Source: an optimization exercise on an open RTL-to-GDS flow (aim: small area and a short achievable clock period). Production flows keep margins and buffers that such runs may drop.
At most, simulation tests tie the RTL to the original design; equivalence was not proved.
Power figures rest on the tool's default switching activity, not on a simulated workload.

// xillybus_apfifo_bridge
module xillybus_apfifo_bridge #(
   parameter int DATA_W = 128,
   parameter int ADDR_W = 4
) (
   input  logic              bus_clk,
   input  logic              reset,
   input  logic              user_w_write_128_wren,
   input  logic [DATA_W-1:0] user_w_write_128_data,
   output logic              user_w_write_128_full,
   input  logic              user_w_write_128_open,
   input  logic              user_r_read_128_rden,
   output logic [DATA_W-1:0] user_r_read_128_data,
   output logic              user_r_read_128_empty,
   output logic              user_r_read_128_eof,
   input  logic              user_r_read_128_open,
   output logic [DATA_W-1:0] in_dout,
   output logic              in_empty_n,
   input  logic              in_read,
   output logic              in_closed,
   input  logic [DATA_W-1:0] out_din,
   output logic              out_full_n,
   input  logic              out_write,
   input  logic              out_last,
   output logic              overflow
);
Size in the first run: ~13,000 cells after synthesis, about 4,300 flip-flops.
clock: 5.0 ns
lec_check: 0
cap_margin: 20
core_margin: 2
core_utilization: 55
cts_cluster_diameter: 80
cts_cluster_size: 30
setup_slack_margin: 2.5
slew_margin: 20
run.sh (not shown) runs the stock make flow with config.mk's settings and CLKGATE_MAP_FILE= SYNTH_SCRIPT=/design/flow/synth_recipe.tcl, a recipe that flattens the netlist after the stock synthesis.
Rerun with:
--- a/flow/design.v
+++ b/flow/design.v
@@ -49,43 +49,33 @@
    assign head_in_a   = (rd_a && one_a) || (wren && empty_a);
    assign head_hold_a = !(rd_a && !empty_a) && !(wren && empty_a);
    always_comb begin
       head_a_nxt = ({DATA_W{head_in_a}} & user_w_write_128_data) | ({DATA_W{head_hold_a}} & head_a);
       for (int i = 0; i < RA; i++)
          head_a_nxt = head_a_nxt | ({DATA_W{head_ram_a[i]}} & mem_a[i]);
    end
-   logic [ADDR_W-1:0] wptr_a;
-   logic [RA-1:0]     we_a, hold_a;
-   always_comb begin
-      for (int i = 0; i < RA; i++) begin
-         we_a[i]   = ramw_a && wsel_a[i];
-         hold_a[i] = !(ramw_a && (wptr_a == ADDR_W'(i)));
-      end
-   end
    always_comb begin
       case ({push_a, pop_a})
          2'b10:   therm_a_nxt = {therm_a[DEPTH-2:0], 1'b1};
          2'b01:   therm_a_nxt = {1'b0, therm_a[DEPTH-1:1]};
          default: therm_a_nxt = therm_a;
       endcase
    end
    always_ff @(posedge bus_clk) begin
       for (int i = 0; i < RA; i++)
-         mem_a[i] <= ({DATA_W{we_a[i]}} & user_w_write_128_data) | ({DATA_W{hold_a[i]}} & mem_a[i]);
+         if (ramw_a && wsel_a[i]) mem_a[i] <= user_w_write_128_data;
       head_a <= head_a_nxt;
    end
    always_ff @(posedge bus_clk) begin
       if (reset) begin
          wsel_a  <= RA'(1);
-         wptr_a  <= '0;
          rsel_a  <= RA'(1);
          therm_a <= '0;
       end else begin
          if (ramw_a)           wsel_a <= {wsel_a[RA-2:0], wsel_a[RA-1]};
-         if (ramw_a)           wptr_a <= (wptr_a == ADDR_W'(RA - 1)) ? '0 : wptr_a + 1'b1;
          if (rd_a && ge2_a)    rsel_a <= {rsel_a[RA-2:0], rsel_a[RA-1]};
          therm_a <= therm_a_nxt;
       end
    end
    assign user_w_write_128_full = therm_a[DEPTH-1];
    assign in_dout               = head_a;
    assign in_empty_n            = therm_a[0];
@@ -117,22 +107,14 @@
          RD_CLOSED: state_nxt = RD_STREAM;
          RD_STREAM: if (push_b && out_last) state_nxt = RD_DRAIN;
          RD_DRAIN:  if (empty_b) state_nxt = RD_EOF;
          default:   state_nxt = RD_EOF;
       endcase
       if (!open_b) state_nxt = RD_CLOSED;
    end
-   logic [ADDR_W-1:0] wptr_b;
-   logic [DEPTH-1:0]  we_b, hold_b;
-   always_comb begin
-      for (int i = 0; i < DEPTH; i++) begin
-         we_b[i]   = push_b && wsel_b[i];
-         hold_b[i] = !(push_b && (wptr_b == ADDR_W'(i)));
-      end
-   end
    always_comb begin
       case ({push_b, pop_b})
          2'b10:   therm_b_nxt = {therm_b[DEPTH-2:0], 1'b1};
          2'b01:   therm_b_nxt = {1'b0, therm_b[DEPTH-1:1]};
          default: therm_b_nxt = therm_b;
       endcase
       if (!open_b) therm_b_nxt = '0;
@@ -142,25 +124,23 @@
    always_comb begin
       rd_data_nxt = {DATA_W{rd_hold}} & rd_data_q;
       for (int i = 0; i < DEPTH; i++)
          rd_data_nxt = rd_data_nxt | ({DATA_W{rd_sel[i]}} & mem_b[i]);
    end
    always_ff @(posedge bus_clk) begin
       for (int i = 0; i < DEPTH; i++)
-         mem_b[i] <= ({DATA_W{we_b[i]}} & out_din) | ({DATA_W{hold_b[i]}} & mem_b[i]);
+         if (push_b && wsel_b[i]) mem_b[i] <= out_din;
       rd_data_q <= rd_data_nxt;
    end
    always_ff @(posedge bus_clk) begin
       if (reset || !open_b) begin
          wsel_b <= DEPTH'(1);
-         wptr_b <= '0;
          rsel_b <= DEPTH'(1);
       end else begin
          if (push_b) wsel_b <= {wsel_b[DEPTH-2:0], wsel_b[DEPTH-1]};
-         if (push_b) wptr_b <= wptr_b + 1'b1;
          if (pop_b)  rsel_b <= {rsel_b[DEPTH-2:0], rsel_b[DEPTH-1]};
       end
    end
    always_ff @(posedge bus_clk) begin
       if (reset) begin
          state    <= RD_CLOSED;
          therm_b  <= '0;
=> Via count decreases by a quarter to a third; global-route usage drops by 13 points; count of clock-buffer cells in the layout climbs by 43; maximum frequency grows by a few percent; wire length falls by a quarter to a third; power increases slightly; clock skew went up by 5.5 ps; core utilization came out higher by 1.1 points; combinational power went down by well over a third; final cell count decreases by a quarter to a third; die area came out lower slightly; final area rises slightly; area after synthesis shrinks slightly.
No functional check of the RTL was part of any run of this note.

---

The RTL this note starts from:
==> flow/design.v <==
module xillybus_apfifo_bridge #(
   parameter int DATA_W = 128,
   parameter int ADDR_W = 4
) (
   input  logic              bus_clk,
   input  logic              reset,
   input  logic              user_w_write_128_wren,
   input  logic [DATA_W-1:0] user_w_write_128_data,
   output logic              user_w_write_128_full,
   input  logic              user_w_write_128_open,
   input  logic              user_r_read_128_rden,
   output logic [DATA_W-1:0] user_r_read_128_data,
   output logic              user_r_read_128_empty,
   output logic              user_r_read_128_eof,
   input  logic              user_r_read_128_open,
   output logic [DATA_W-1:0] in_dout,
   output logic              in_empty_n,
   input  logic              in_read,
   output logic              in_closed,
   input  logic [DATA_W-1:0] out_din,
   output logic              out_full_n,
   input  logic              out_write,
   input  logic              out_last,
   output logic              overflow
);
   localparam int DEPTH = 1 << ADDR_W;
   localparam int RA    = DEPTH - 1;           
   logic [RA-1:0][DATA_W-1:0] mem_a;
   logic [DATA_W-1:0]         head_a;
   logic [RA-1:0]             wsel_a, rsel_a;   
   logic [DEPTH-1:0]          therm_a;          
   logic                      empty_a_q;        
   logic wren, rd_a, empty_a, one_a, full_a, ge2_a;
   logic pop_a, push_a, drop_a, ramw_a;
   logic head_in_a, head_hold_a;
   logic [RA-1:0]     head_ram_a;
   logic [DEPTH-1:0]  therm_a_nxt;
   logic [DATA_W-1:0] head_a_nxt;
   assign wren    = user_w_write_128_wren;
   assign rd_a    = in_read;
   assign empty_a = !therm_a[0];
   assign one_a   = therm_a[0] && !therm_a[1];
   assign ge2_a   = therm_a[1];
   assign full_a  = therm_a[DEPTH-1];
   assign pop_a  = rd_a && !empty_a;
   assign push_a = wren && (!full_a || rd_a);
   assign drop_a = wren && full_a && !rd_a;
   assign ramw_a = push_a && !empty_a && !(one_a && rd_a);
   assign head_ram_a  = rsel_a & {RA{rd_a && ge2_a}};
   assign head_in_a   = (rd_a && one_a) || (wren && empty_a);
   assign head_hold_a = !(rd_a && !empty_a) && !(wren && empty_a);
   always_comb begin
      head_a_nxt = ({DATA_W{head_in_a}} & user_w_write_128_data) | ({DATA_W{head_hold_a}} & head_a);
      for (int i = 0; i < RA; i++)
         head_a_nxt = head_a_nxt | ({DATA_W{head_ram_a[i]}} & mem_a[i]);
   end
   always_comb begin
      case ({push_a, pop_a})
         2'b10:   therm_a_nxt = {therm_a[DEPTH-2:0], 1'b1};
         2'b01:   therm_a_nxt = {1'b0, therm_a[DEPTH-1:1]};
         default: therm_a_nxt = therm_a;
      endcase
   end
   always_ff @(posedge bus_clk) begin
      for (int i = 0; i < RA; i++)
         if (ramw_a && wsel_a[i]) mem_a[i] <= user_w_write_128_data;
      head_a <= head_a_nxt;
   end
   always_ff @(posedge bus_clk) begin
      if (reset) begin
         wsel_a    <= RA'(1);
         rsel_a    <= RA'(1);
         therm_a   <= '0;
         empty_a_q <= 1'b1;
      end else begin
         if (ramw_a)           wsel_a <= {wsel_a[RA-2:0], wsel_a[RA-1]};
         if (rd_a && ge2_a)    rsel_a <= {rsel_a[RA-2:0], rsel_a[RA-1]};
         therm_a   <= therm_a_nxt;
         empty_a_q <= !therm_a_nxt[0];
      end
   end
   assign user_w_write_128_full = therm_a[DEPTH-1];
   assign in_dout               = head_a;
   assign in_empty_n            = therm_a[0];
   assign in_closed             = !user_w_write_128_open && empty_a_q;
   typedef enum logic [1:0] {
      RD_CLOSED = 2'd0,
      RD_STREAM = 2'd1,
      RD_DRAIN  = 2'd2,
      RD_EOF    = 2'd3
   } rd_state_t;
   logic [DEPTH-1:0][DATA_W-1:0] mem_b;
   logic [DEPTH-1:0]             wsel_b, rsel_b;
   logic [DEPTH-1:0]             therm_b;     
   logic [DATA_W-1:0]            rd_data_q, rd_data_nxt;
   logic                         empty_q, eof_q, full_n_q;
   rd_state_t                    state, state_nxt;
   logic open_b, empty_b, full_b, push_b, pop_b, drop_b, rd_hold;
   logic [DEPTH-1:0] rd_sel;
   logic [DEPTH-1:0] therm_b_nxt;
   assign open_b  = user_r_read_128_open;
   assign empty_b = !therm_b[0];
   assign full_b  = therm_b[DEPTH-1];
   assign pop_b  = open_b && user_r_read_128_rden && !empty_b;
   assign push_b = open_b && (state == RD_STREAM) && out_write && !full_b;
   assign drop_b = open_b && (state == RD_STREAM) && out_write && full_b;
   always_comb begin
      state_nxt = state;
      case (state)
         RD_CLOSED: state_nxt = RD_STREAM;
         RD_STREAM: if (push_b && out_last) state_nxt = RD_DRAIN;
         RD_DRAIN:  if (empty_b) state_nxt = RD_EOF;
         default:   state_nxt = RD_EOF;
      endcase
      if (!open_b) state_nxt = RD_CLOSED;
   end
   always_comb begin
      case ({push_b, pop_b})
         2'b10:   therm_b_nxt = {therm_b[DEPTH-2:0], 1'b1};
         2'b01:   therm_b_nxt = {1'b0, therm_b[DEPTH-1:1]};
         default: therm_b_nxt = therm_b;
      endcase
      if (!open_b) therm_b_nxt = '0;
   end
   assign rd_sel  = rsel_b & {DEPTH{pop_b && !reset}};
   assign rd_hold = !pop_b && !reset;
   always_comb begin
      rd_data_nxt = {DATA_W{rd_hold}} & rd_data_q;
      for (int i = 0; i < DEPTH; i++)
         rd_data_nxt = rd_data_nxt | ({DATA_W{rd_sel[i]}} & mem_b[i]);
   end
   always_ff @(posedge bus_clk) begin
      for (int i = 0; i < DEPTH; i++)
         if (push_b && wsel_b[i]) mem_b[i] <= out_din;
      rd_data_q <= rd_data_nxt;
   end
   always_ff @(posedge bus_clk) begin
      if (reset || !open_b) begin
         wsel_b <= DEPTH'(1);
         rsel_b <= DEPTH'(1);
      end else begin
         if (push_b) wsel_b <= {wsel_b[DEPTH-2:0], wsel_b[DEPTH-1]};
         if (pop_b)  rsel_b <= {rsel_b[DEPTH-2:0], rsel_b[DEPTH-1]};
      end
   end
   always_ff @(posedge bus_clk) begin
      if (reset) begin
         state    <= RD_CLOSED;
         therm_b  <= '0;
         empty_q  <= 1'b1;
         eof_q    <= 1'b0;
         full_n_q <= 1'b1;
      end else begin
         state    <= state_nxt;
         therm_b  <= therm_b_nxt;
         empty_q  <= !therm_b_nxt[0];
         eof_q    <= (state_nxt == RD_EOF);
         full_n_q <= (state_nxt == RD_CLOSED) ||
                     ((state_nxt == RD_STREAM) && !therm_b_nxt[DEPTH-1]);
      end
   end
   assign user_r_read_128_data  = rd_data_q;
   assign user_r_read_128_empty = empty_q;
   assign user_r_read_128_eof   = eof_q;
   assign out_full_n            = full_n_q;
   always_ff @(posedge bus_clk) begin
      if (reset)                 overflow <= 1'b0;
      else if (drop_a || drop_b) overflow <= 1'b1;
   end
endmodule
==> flow/config.mk <==
export PLATFORM = sky130hd
export DESIGN_NAME = xillybus_apfifo_bridge
export DESIGN_NICKNAME = xillybus_apfifo_bridge
export VERILOG_FILES = /design/flow/design.v
export SDC_FILE = /design/flow/constraint.sdc
export NUM_CORES = 4
export LEC_CHECK = 0
export CAP_MARGIN = 20
export CORE_MARGIN = 2
export CORE_UTILIZATION = 55
export CTS_CLUSTER_DIAMETER = 80
export CTS_CLUSTER_SIZE = 30
export SETUP_SLACK_MARGIN = 2.5
export SLEW_MARGIN = 20
==> flow/constraint.sdc <==
create_clock -name core_clock -period 5.0 [get_ports {bus_clk}]
set_input_delay 1.0000 -clock core_clock [delete_from_list [all_inputs] [get_ports {bus_clk}]]
set_output_delay 1.0000 -clock core_clock [all_outputs]
set_load 0.01 [all_outputs]
standard.sh (not shown) runs the stock make flow with config.mk's settings and CLKGATE_MAP_FILE= SYNTH_SCRIPT=/design/flow/synth_recipe.tcl, a recipe that flattens the netlist after the stock synthesis.
==> flow/flow/run.sh <==
#!/bin/bash
# Standard layout, except that the port buffers that global placement inserts on every
# input and output are buf_2 cells instead of the tool's default choice.
set -euo pipefail
export BUFFER_PORTS_ARGS="-buffer_cell sky130_fd_sc_hd__buf_2"
bash standard.sh > make_finish.log 2>&1
Edit:
--- a/flow/design.v
+++ b/flow/design.v
@@ -92,20 +92,21 @@
    logic [DEPTH-1:0][DATA_W-1:0] mem_b;
    logic [DEPTH-1:0]             wsel_b, rsel_b;
    logic [DEPTH-1:0]             therm_b;     
    logic [DATA_W-1:0]            rd_data_q, rd_data_nxt;
    logic                         empty_q, eof_q, full_n_q;
+   logic                         can_push_q, can_drop_q;   
    rd_state_t                    state, state_nxt;
    logic open_b, empty_b, full_b, push_b, pop_b, drop_b, rd_hold;
    logic [DEPTH-1:0] rd_sel;
    logic [DEPTH-1:0] therm_b_nxt;
    assign open_b  = user_r_read_128_open;
    assign empty_b = !therm_b[0];
    assign full_b  = therm_b[DEPTH-1];
    assign pop_b  = open_b && user_r_read_128_rden && !empty_b;
-   assign push_b = open_b && (state == RD_STREAM) && out_write && !full_b;
-   assign drop_b = open_b && (state == RD_STREAM) && out_write && full_b;
+   assign push_b = open_b && out_write && can_push_q;
+   assign drop_b = open_b && out_write && can_drop_q;
    always_comb begin
       state_nxt = state;
       case (state)
          RD_CLOSED: state_nxt = RD_STREAM;
          RD_STREAM: if (push_b && out_last) state_nxt = RD_DRAIN;
@@ -148,17 +149,21 @@
          state    <= RD_CLOSED;
          therm_b  <= '0;
          empty_q  <= 1'b1;
          eof_q    <= 1'b0;
          full_n_q <= 1'b1;
+         can_push_q <= 1'b0;
+         can_drop_q <= 1'b0;
       end else begin
          state    <= state_nxt;
          therm_b  <= therm_b_nxt;
          empty_q  <= !therm_b_nxt[0];
          eof_q    <= (state_nxt == RD_EOF);
          full_n_q <= (state_nxt == RD_CLOSED) ||
                      ((state_nxt == RD_STREAM) && !therm_b_nxt[DEPTH-1]);
+         can_push_q <= (state_nxt == RD_STREAM) && !therm_b_nxt[DEPTH-1];
+         can_drop_q <= (state_nxt == RD_STREAM) && therm_b_nxt[DEPTH-1];
       end
    end
    assign user_r_read_128_data  = rd_data_q;
    assign user_r_read_128_empty = empty_q;
    assign user_r_read_128_eof   = eof_q;
Global-route usage came out higher by 0.13 points; register-to-register slack is better by 50 ps; cell area barely changes; synthesized area is about the same; sequential power barely changes; setup slack is better by 64 ps; sequential share of layout area hardly moves.

[re-timing with driven ports]
In the flow no input, the clock included, has a driving cell. The finished layouts below were timed again as built, in two steps.
Step 1 (the two cells are an assumption about what drives the block):
set clk [get_ports {bus_clk}]
set_driving_cell -lib_cell sky130_fd_sc_hd__clkbuf_16 $clk
set_driving_cell -lib_cell sky130_fd_sc_hd__buf_2 [delete_from_list [all_inputs] $clk]
Step 2 moves the port delays by t, midway between the first and last clock arrival at a register: inputs arrive t later, outputs are due t later. That takes back most of the time a late clock gives input paths.
Three values: no drivers, after step 1, after step 2; two values: the first two.
run | t, ns | slack for setup (ns) | worst slew at a driven data input, ns
the first run of note 1 | 1.058 | 2.371 / 2.288 / 1.492 | 0.27
the second run of note 1 | 1.010 | 2.472 / 2.365 / 1.469 | 0.23
the first run of note 2 | 1.016 | 2.412 / 2.309 / 1.569 | 0.20
the second run of note 2 | 1.000 | 2.476 / 2.364 / 1.440 | 0.23
After both steps every run listed still meets setup and hold. The setup slack of the second run of note 2, which loses most, moves by -0.112 ns with the drivers and by -1.036 ns with both steps.
